This is an optimization exercise on Yosys and OpenROAD, whose aim is small area, a short achievable clock period and few clock cycles per item, not a production implementation.
At most, simulation tests tie the RTL to the original design; equivalence was not proved.

Setup of the previous run:
==> module lcg_ranged_random_with_checksum, before the edit <==
module lcg_ranged_random_with_checksum (
   input  wire logic              clock,
   input  wire logic              reset,
   input  wire logic              req_valid,
   output      logic              req_ready,
   input  wire logic              req_opcode,
   input  wire logic [WORD_W-1:0] req_seed_value,
   input  wire logic [WORD_W-1:0] req_lower_limit,
   input  wire logic [WORD_W-1:0] req_upper_limit,
   output      logic              rsp_valid,
   input  wire logic              rsp_ready,
   output      logic [WORD_W-1:0] rsp_value,
   output      logic [WORD_W-1:0] rsp_checksum,
   output      logic              rsp_span_error
);
   localparam int HI_W = WORD_W - RAW_W;
   logic [GEN_W-1:0]  gen_ff;
   logic [WORD_W-1:0] chk_ff;
   logic              p_busy_ff;
   logic [WORD_W-1:0] p_lower_ff;
   logic [RAW_W-1:0]  p_rem_ff;
   logic [DIV_W-1:0]  p_div_ff;
   logic [CNT_W-1:0]  p_cnt_ff;
   logic              p_zero_ff, p_rs_ff;
   logic              u_busy_ff;
   logic [WORD_W-1:0] u_lower_ff;
   logic [RAW_W-1:0]  u_rem_ff;
   logic [DIV_W-1:0]  u_div_ff;
   logic [CNT_W-1:0]  u_cnt_ff;
   logic              u_zero_ff, u_rs_ff;
   logic              done, take, move, accept, draw;
   logic [GEN_W-1:0]  gen_next;
   logic [RAW_W-1:0]  d;
   logic              borrow;
   logic [HI_W-1:0]   up_hi, lo_hi, hi_x, lo_pre;
   logic              eq_lo, eq_hi, inc_hi;
   logic              span_zero, span_small;
   logic [DIV_W-1:0]  div_init;
   logic [NRM_N-1:0]  nrm_m;
   logic [RAW_W-1:0]  p_rem_nx, u_rem_nx;
   logic [DIV_W-1:0]  p_div_nx, u_div_nx;
   logic [CNT_W-1:0]  p_cnt_nx, u_cnt_nx;
   logic [RAW_W-1:0]  sum_lo;
   logic              sum_c;
   logic [HI_W-1:0]   lower_hi1;
   logic [WORD_W-1:0] value;
   assign done      = u_busy_ff && (u_cnt_ff == '0);
   assign take      = done && rsp_ready;
   assign move      = p_busy_ff && (!u_busy_ff || take);
   assign req_ready = !p_busy_ff || !u_busy_ff || take;
   assign accept    = req_valid && req_ready;
   assign draw      = !req_opcode;
   assign gen_next  = gen_ff + (gen_ff << 10) + (gen_ff << 14) + (gen_ff << 18)
                      - (gen_ff << 2) - (gen_ff << 16) + LCG_ADD;
   assign {borrow, d} = {1'b0, req_upper_limit[RAW_W-1:0]} - {1'b0, req_lower_limit[RAW_W-1:0]};
   assign up_hi = req_upper_limit[WORD_W-1:RAW_W];
   assign lo_hi = req_lower_limit[WORD_W-1:RAW_W];
   assign hi_x  = up_hi ^ lo_hi;
   always_comb begin
      lo_pre[0] = 1'b1;
      for (int i = 1; i < HI_W; i++) lo_pre[i] = lo_pre[i-1] & lo_hi[i-1];
   end
   assign eq_lo      = (req_upper_limit[RAW_W-1:0] == req_lower_limit[RAW_W-1:0]);
   assign eq_hi      = (hi_x == '0);
   assign inc_hi     = (hi_x == lo_pre);
   assign span_zero  = eq_lo && eq_hi;
   assign span_small = borrow ? inc_hi : (eq_hi && !eq_lo);
   always_comb begin
      div_init = DIV_W'(d) << (STEPS - 1);
      for (int b = NRM_N - 1; b >= 0; b--) begin
         if ((div_init & ({DIV_W{1'b1}} << (DIV_W - (STEPS << b)))) == '0) begin
            div_init = div_init << (STEPS << b);
            nrm_m[b] = 1'b1;
         end else begin
            nrm_m[b] = 1'b0;
         end
      end
   end
   function automatic logic [RAW_W-1:0] div_step(input logic [RAW_W-1:0] rem,
                                                 input logic [DIV_W-1:0] div);
      logic [DIV_W-1:0] dj;
      logic [RAW_W-1:0] diff;
      logic             fits;
      div_step = rem;
      for (int j = 0; j < STEPS; j++) begin
         dj = ~(~div >> j);
         {fits, diff} = {1'b0, div_step} + {1'b0, dj[RAW_W-1:0]} + 1'b1;
         if (fits && (&(dj | ({DIV_W{1'b1}} >> (DIV_W - RAW_W))))) div_step = diff;
      end
   endfunction
   assign p_rem_nx = div_step(p_rem_ff, p_div_ff);
   assign p_div_nx = (p_cnt_ff <= 1) ? '1 : ~(~p_div_ff >> STEPS);
   assign p_cnt_nx = (p_cnt_ff == '0) ? '0 : p_cnt_ff - 1'b1;
   assign u_rem_nx = div_step(u_rem_ff, u_div_ff);
   assign u_div_nx = (u_cnt_ff <= 1) ? '1 : ~(~u_div_ff >> STEPS);
   assign u_cnt_nx = (u_cnt_ff == '0) ? '0 : u_cnt_ff - 1'b1;
   assign {sum_c, sum_lo} = {1'b0, u_lower_ff[RAW_W-1:0]} + {1'b0, u_rem_ff};
   assign lower_hi1      = u_lower_ff[WORD_W-1:RAW_W] + 1'b1;
   assign value          = {sum_c ? lower_hi1 : u_lower_ff[WORD_W-1:RAW_W], sum_lo};
   assign rsp_valid      = done;
   assign rsp_value      = value;
   assign rsp_checksum   = (u_rs_ff ? '0 : chk_ff) ^ (u_zero_ff ? '0 : value);
   assign rsp_span_error = u_zero_ff;
   always_ff @(posedge clock) begin
      if (reset) begin
         p_busy_ff <= 1'b0;
         u_busy_ff <= 1'b0;
         gen_ff    <= '0;
         chk_ff    <= '0;
      end else begin
         if (accept) begin
            p_busy_ff <= 1'b1;
         end else if (move) begin
            p_busy_ff <= 1'b0;
         end
         if (move) begin
            u_busy_ff <= 1'b1;
         end else if (take) begin
            u_busy_ff <= 1'b0;
         end
         if (accept) begin
            gen_ff <= draw ? gen_next : req_seed_value[GEN_W-1:0];
         end
         if (take) begin
            chk_ff <= rsp_checksum;
         end
      end
   end
   always_ff @(posedge clock) begin
      if (accept) begin
         p_lower_ff <= draw ? req_lower_limit : '0;
         p_zero_ff  <= draw && span_zero;
         p_rs_ff    <= !draw;
         p_rem_ff   <= (draw && !span_zero) ? gen_next[RAW_LSB +: RAW_W] : '0;
         p_cnt_ff   <= (draw && span_small) ? CNT_W'(nrm_m) + 1'b1 : '0;
         p_div_ff   <= (draw && span_small) ? ~div_init : '1;
      end else begin
         p_rem_ff   <= p_rem_nx;
         p_cnt_ff   <= p_cnt_nx;
         p_div_ff   <= p_div_nx;
      end
   end
   always_ff @(posedge clock) begin
      if (move) begin
         u_lower_ff <= p_lower_ff;
         u_zero_ff  <= p_zero_ff;
         u_rs_ff    <= p_rs_ff;
         u_rem_ff   <= p_rem_nx;
         u_cnt_ff   <= p_cnt_nx;
         u_div_ff   <= p_div_nx;
      end else begin
         u_rem_ff   <= u_rem_nx;
         u_cnt_ff   <= u_cnt_nx;
         u_div_ff   <= u_div_nx;
      end
   end
endmodule
export LEC_CHECK = 0
export ABC_AREA = 1
export CAP_MARGIN = 0
export CORE_MARGIN = 2
export CORE_UTILIZATION = 60
export CTS_BUF_LIST = sky130_fd_sc_hd__clkbuf_8 sky130_fd_sc_hd__clkbuf_16
export CTS_CLUSTER_DIAMETER = 80
export CTS_CLUSTER_SIZE = 20
export PLACE_DENSITY = 0.7
export SETUP_SLACK_MARGIN = 2.8
export SLEW_MARGIN = 0
create_clock -name core_clock -period 7.5 [get_ports {clock}]
standard.sh (not shown) runs the stock make flow with config.mk's settings and CLKGATE_MAP_FILE= SYNTH_SCRIPT=/design/flow/synth_recipe.tcl, a recipe that flattens the netlist after the stock synthesis.
==> flow/flow/run.sh <==
#!/bin/bash
# Standard layout, with the port buffers drawn from the smallest buffer cell.
set -euo pipefail
export BUFFER_PORTS_ARGS="-buffer_cell sky130_fd_sc_hd__buf_1"
bash standard.sh > standard_flow.log 2>&1
Testbench counts of the previous run, summed over its fixed seeds: cycles 5,774, items 3,200.
Modified inputs, the current run compared to the previous run
-- flow/design.v --
<<< the previous run, line 43
   logic [DIV_W-1:0]  u_div_ff;
   logic [CNT_W-1:0]  u_cnt_ff;
   logic              u_zero_ff, u_rs_ff;
   logic              done, take, move, accept, draw;
   logic [GEN_W-1:0]  gen_next;
>>> the current run, line 43
   logic [DIV_W-1:0]  u_div_ff;
   logic [CNT_W-1:0]  u_cnt_ff;
   logic              u_zero_ff;
   logic              done, take, move, accept, draw;
   logic [GEN_W-1:0]  gen_next;
<<< the previous run, line 115
   assign rsp_valid      = done;
   assign rsp_value      = value;
   assign rsp_checksum   = (u_rs_ff ? '0 : chk_ff) ^ (u_zero_ff ? '0 : value);
   assign rsp_span_error = u_zero_ff;
   always_ff @(posedge clock) begin
>>> the current run, line 115
   assign rsp_valid      = done;
   assign rsp_value      = value;
   assign rsp_checksum   = chk_ff ^ (u_zero_ff ? '0 : value);
   assign rsp_span_error = u_zero_ff;
   always_ff @(posedge clock) begin
<<< the previous run, line 137
            gen_ff <= draw ? gen_next : req_seed_value[GEN_W-1:0];
         end
         if (take) begin
            chk_ff <= rsp_checksum;
         end
>>> the current run, line 137
            gen_ff <= draw ? gen_next : req_seed_value[GEN_W-1:0];
         end
         if (move && p_rs_ff) begin
            chk_ff <= '0;
         end else if (take) begin
            chk_ff <= rsp_checksum;
         end
<<< the previous run, line 160
         u_lower_ff <= p_lower_ff;
         u_zero_ff  <= p_zero_ff;
         u_rs_ff    <= p_rs_ff;
         u_rem_ff   <= p_rem_nx;
         u_cnt_ff   <= p_cnt_nx;
>>> the current run, line 162
         u_lower_ff <= p_lower_ff;
         u_zero_ff  <= p_zero_ff;
         u_rem_ff   <= p_rem_nx;
         u_cnt_ff   <= p_cnt_nx;
## What came out
Taking the previous run as the reference, in the current run combined buffer and inverter count along the critical path down 1, met3 demand-to-capacity share in global routing down 1.6 points.
Lower clock skew among the previous run and the current run: the previous run
Sequential share of layout area: lower on the previous run
The current run vs the previous run — gate count after technology mapping dropped by a few percent
Final hold slack: the current run vs the previous run — no meaningful difference
Going from the previous run to the current run, worst setup margin picked up an extra 0.048 ns; post-synthesis share of cell area spent on full adders, half adders and majority gates increased by 0.41 points relative to the old numbers.
Testbench counts of the current run, summed over its fixed seeds: cycles 5,774, items 3,200.


lcg_ranged_random_with_checksum, a different RTL version from the one above (not shown whole).
For scale: roughly 2000 cells after synthesis, about 130 flip-flops.
==> module lcg_ranged_random_with_checksum, before the edit <==
module lcg_ranged_random_with_checksum (
   input  wire logic              clock,
   input  wire logic              reset,
   input  wire logic              req_valid,
   output      logic              req_ready,
   input  wire logic              req_opcode,
   input  wire logic [WORD_W-1:0] req_seed_value,
   input  wire logic [WORD_W-1:0] req_lower_limit,
   input  wire logic [WORD_W-1:0] req_upper_limit,
   output      logic              rsp_valid,
   input  wire logic              rsp_ready,
   output      logic [WORD_W-1:0] rsp_value,
   output      logic [WORD_W-1:0] rsp_checksum,
   output      logic              rsp_span_error
);
   localparam int HI_W = WORD_W - RAW_W;
   logic              busy_ff;
   logic [GEN_W-1:0]  gen_ff;
   logic [WORD_W-1:0] chk_ff;
   logic [WORD_W-1:0] lower_ff;
   logic [RAW_W-1:0]  rem_ff;
   logic [DIV_W-1:0]  div_ff;
   logic [CNT_W-1:0]  cnt_ff;
   logic              zero_ff;
   logic              done, take, accept, draw;
   logic [GEN_W-1:0]  gen_next;
   logic [RAW_W-1:0]  d;
   logic              borrow;
   logic [HI_W-1:0]   up_hi, lo_hi, hi_x, lo_pre;
   logic              eq_lo, eq_hi, inc_hi;
   logic              span_zero, span_small;
   logic [DIV_W-1:0]  div_init;
   logic [NRM_N-1:0]  nrm_m;
   logic [RAW_W-1:0]  rem_step;
   logic [DIV_W+2:0]  e1, e2, r1, r2, r3;
   logic [WORD_W-1:0] value;
   assign done      = busy_ff && (cnt_ff == '0);
   assign take      = done && rsp_ready;
   assign req_ready = !busy_ff || take;
   assign accept    = req_valid && req_ready;
   assign draw      = !req_opcode;
   assign gen_next  = gen_ff + (gen_ff << 10) + (gen_ff << 14) + (gen_ff << 18)
                      - (gen_ff << 2) - (gen_ff << 16) + LCG_ADD;
   assign {borrow, d} = {1'b0, req_upper_limit[RAW_W-1:0]} - {1'b0, req_lower_limit[RAW_W-1:0]};
   assign up_hi = req_upper_limit[WORD_W-1:RAW_W];
   assign lo_hi = req_lower_limit[WORD_W-1:RAW_W];
   assign hi_x  = up_hi ^ lo_hi;
   always_comb begin
      lo_pre[0] = 1'b1;
      for (int i = 1; i < HI_W; i++) lo_pre[i] = lo_pre[i-1] & lo_hi[i-1];
   end
   assign eq_lo      = (req_upper_limit[RAW_W-1:0] == req_lower_limit[RAW_W-1:0]);
   assign eq_hi      = (hi_x == '0);
   assign inc_hi     = (hi_x == lo_pre);
   assign span_zero  = eq_lo && eq_hi;
   assign span_small = borrow ? inc_hi : (eq_hi && !eq_lo);
   always_comb begin
      div_init = DIV_W'(d) << (QB - 2);
      for (int b = NRM_N - 1; b >= 0; b--) begin
         if ((div_init & ({DIV_W{1'b1}} << (DIV_W - (QB << b)))) == '0) begin
            div_init = div_init << (QB << b);
            nrm_m[b] = 1'b1;
         end else begin
            nrm_m[b] = 1'b0;
         end
      end
   end
   always_comb begin
      rem_step = rem_ff;
      for (int j = 0; j < R4; j++) begin
         e1 = {3'b000, div_ff >> (2 * j)};
         e2 = e1 << 1;
         r1 = {{(DIV_W+3-RAW_W){1'b0}}, rem_step} - e1;
         r2 = {{(DIV_W+3-RAW_W){1'b0}}, rem_step} - e2;
         r3 = {{(DIV_W+3-RAW_W){1'b0}}, rem_step} - e2 - e1;
         if (!r3[DIV_W+2])      rem_step = r3[RAW_W-1:0];
         else if (!r2[DIV_W+2]) rem_step = r2[RAW_W-1:0];
         else if (!r1[DIV_W+2]) rem_step = r1[RAW_W-1:0];
      end
   end
   assign value          = lower_ff + {{HI_W{1'b0}}, rem_ff};
   assign rsp_valid      = done;
   assign rsp_value      = value;
   assign rsp_checksum   = chk_ff ^ (zero_ff ? '0 : value);
   assign rsp_span_error = zero_ff;
   always_ff @(posedge clock) begin
      if (reset) begin
         busy_ff <= 1'b0;
         gen_ff  <= '0;
         chk_ff  <= '0;
      end else begin
         if (accept) begin
            busy_ff <= 1'b1;
         end else if (take) begin
            busy_ff <= 1'b0;
         end
         if (accept) begin
            gen_ff <= draw ? gen_next : req_seed_value[GEN_W-1:0];
         end
         if (accept && !draw) begin
            chk_ff <= '0;
         end else if (take) begin
            chk_ff <= rsp_checksum;
         end
      end
   end
   always_ff @(posedge clock) begin
      if (accept) begin
         lower_ff <= draw ? req_lower_limit : '0;
         rem_ff   <= (draw && !span_zero) ? gen_next[RAW_LSB +: RAW_W] : '0;
         zero_ff  <= draw && span_zero;
         cnt_ff   <= (draw && span_small) ? CNT_W'(nrm_m) + 1'b1 : '0;
         div_ff   <= div_init;
      end else if (busy_ff && cnt_ff != '0) begin
         rem_ff   <= rem_step;
         div_ff   <= div_ff >> QB;
         cnt_ff   <= cnt_ff - 1'b1;
      end
   end
endmodule
==> flow/config.mk <==
export PLATFORM = sky130hd
export DESIGN_NAME = lcg_ranged_random_with_checksum
export DESIGN_NICKNAME = lcg_ranged_random_with_checksum
export VERILOG_FILES = /design/flow/design.v
export SDC_FILE = /design/flow/constraint.sdc
export NUM_CORES = 4
export LEC_CHECK = 0
export ABC_AREA = 1
export CAP_MARGIN = 20
export CORE_MARGIN = 2
export CORE_UTILIZATION = 40
export SETUP_SLACK_MARGIN = 2.5
export SLEW_MARGIN = 20
==> flow/constraint.sdc <==
create_clock -name core_clock -period 7.5 [get_ports {clock}]
set_input_delay 1.5000 -clock core_clock [delete_from_list [all_inputs] [get_ports {clock}]]
set_output_delay 1.5000 -clock core_clock [all_outputs]
set_load 0.01 [all_outputs]
run.sh (not shown) runs the stock make flow with config.mk's settings and CLKGATE_MAP_FILE= SYNTH_SCRIPT=/design/flow/synth_recipe.tcl, a recipe that flattens the netlist after the stock synthesis.
Stock flow here: none of the scripts above is used.
The baseline completed without violations.
Change:
--- a/flow/design.v
+++ b/flow/design.v
@@ -3,12 +3,11 @@
    localparam int WORD_W  = 32;
    localparam int GEN_W   = 31;
    localparam int RAW_W   = 15;
    localparam int RAW_LSB = 16;
-   localparam int R4      = 1;
-   localparam int QB      = 2 * R4;
-   localparam int DIV_W   = RAW_W + QB - 2;
-   localparam int NRM_N   = (QB == 2) ? 3 : 2;
+   localparam int STEPS   = 2;
+   localparam int DIV_W   = RAW_W + STEPS - 1;
+   localparam int NRM_N   = (STEPS == 1) ? 4 : (STEPS <= 3) ? 3 : 2;
    localparam int CNT_W   = NRM_N + 1;
    localparam logic [GEN_W-1:0] LCG_ADD = 31'd2531011;
 endpackage
 `default_nettype wire
@@ -47,9 +46,14 @@
    logic              span_zero, span_small;
    logic [DIV_W-1:0]  div_init;
    logic [NRM_N-1:0]  nrm_m;
    logic [RAW_W-1:0]  rem_step;
-   logic [DIV_W+2:0]  e1, e2, r1, r2, r3;
+   logic [RAW_W-1:0]  diff;
+   logic              dborrow;
+   logic [DIV_W-1:0]  dj;
+   logic [RAW_W-1:0]  sum_lo;
+   logic              sum_c;
+   logic [HI_W-1:0]   lower_hi1;
    logic [WORD_W-1:0] value;
    assign done      = busy_ff && (cnt_ff == '0);
    assign take      = done && rsp_ready;
    assign req_ready = !busy_ff || take;
@@ -70,32 +74,29 @@
    assign inc_hi     = (hi_x == lo_pre);
    assign span_zero  = eq_lo && eq_hi;
    assign span_small = borrow ? inc_hi : (eq_hi && !eq_lo);
    always_comb begin
-      div_init = DIV_W'(d) << (QB - 2);
+      div_init = DIV_W'(d) << (STEPS - 1);
       for (int b = NRM_N - 1; b >= 0; b--) begin
-         if ((div_init & ({DIV_W{1'b1}} << (DIV_W - (QB << b)))) == '0) begin
-            div_init = div_init << (QB << b);
+         if ((div_init & ({DIV_W{1'b1}} << (DIV_W - (STEPS << b)))) == '0) begin
+            div_init = div_init << (STEPS << b);
             nrm_m[b] = 1'b1;
          end else begin
             nrm_m[b] = 1'b0;
          end
       end
    end
    always_comb begin
       rem_step = rem_ff;
-      for (int j = 0; j < R4; j++) begin
-         e1 = {3'b000, div_ff >> (2 * j)};
-         e2 = e1 << 1;
-         r1 = {{(DIV_W+3-RAW_W){1'b0}}, rem_step} - e1;
-         r2 = {{(DIV_W+3-RAW_W){1'b0}}, rem_step} - e2;
-         r3 = {{(DIV_W+3-RAW_W){1'b0}}, rem_step} - e2 - e1;
-         if (!r3[DIV_W+2])      rem_step = r3[RAW_W-1:0];
-         else if (!r2[DIV_W+2]) rem_step = r2[RAW_W-1:0];
-         else if (!r1[DIV_W+2]) rem_step = r1[RAW_W-1:0];
+      for (int j = 0; j < STEPS; j++) begin
+         dj = div_ff >> j;
+         {dborrow, diff} = {1'b0, rem_step} - {1'b0, dj[RAW_W-1:0]};
+         if (!dborrow && ((dj >> RAW_W) == '0)) rem_step = diff;
       end
    end
-   assign value          = lower_ff + {{HI_W{1'b0}}, rem_ff};
+   assign {sum_c, sum_lo} = {1'b0, lower_ff[RAW_W-1:0]} + {1'b0, rem_ff};
+   assign lower_hi1      = lower_ff[WORD_W-1:RAW_W] + 1'b1;
+   assign value          = {sum_c ? lower_hi1 : lower_ff[WORD_W-1:RAW_W], sum_lo};
    assign rsp_valid      = done;
    assign rsp_value      = value;
    assign rsp_checksum   = chk_ff ^ (zero_ff ? '0 : value);
    assign rsp_span_error = zero_ff;
@@ -128,9 +129,9 @@
          cnt_ff   <= (draw && span_small) ? CNT_W'(nrm_m) + 1'b1 : '0;
          div_ff   <= div_init;
       end else if (busy_ff && cnt_ff != '0) begin
          rem_ff   <= rem_step;
-         div_ff   <= div_ff >> QB;
+         div_ff   <= div_ff >> STEPS;
          cnt_ff   <= cnt_ff - 1'b1;
       end
    end
 endmodule
=>
- count of clock-buffer cells in the layout increases by 2
- final cell count falls by a few percent
- core utilization rises by 0.22 points
- area after synthesis decreases by a few percent
- register-to-register slack loses 0.18 ns
Testbench counts after the change, summed over its fixed seeds: cycles 8,196, items 3,200.
No functional check of the RTL was part of the first run of this note.

static timing again, ports no longer ideal:
No port has a modelled driver above. Below, the same layouts with a new extraction and two added sets of constraints.
Step 1: set_driving_cell puts a clkbuf_16 on clock and a buf_2 on each other input, an assumption about the parent block.
Step 2 times the ports against the registers' clock, not the clock port: input delays grow and output delays shrink by t, the midpoint of the rising clock arrivals with the driver on.
a / b / c = no drivers / after step 1 / after step 2; a / b = the first two.
run | shift t [ns] | setup WS [ns] | clock arrival spread, ns | slew at the worst register clock pin (ns) | worst slew at a driven data input, ns
the previous run | 0.551 | 2.924 / 2.867 / 2.774 | 0.020 / 0.020 | 0.09 / 0.09 | 0.08
the current run | 0.495 | 2.971 / 2.922 / 3.011 | 0.022 / 0.023 | 0.09 / 0.09 | 0.07
the first run of note 2 | 0.500 | 2.579 / 2.526 / 2.391 | 0.009 / 0.009 | 0.07 / 0.07 | 0.07
the second run of note 2 | 0.483 | 2.584 / 2.584 / 2.439 | 0.012 / 0.012 | 0.07 / 0.07 | 0.06
After both steps every run listed still meets setup and hold. The setup slack of the first run of note 2, which loses most, moves by -0.053 ns with the drivers and by -0.188 ns with both steps.
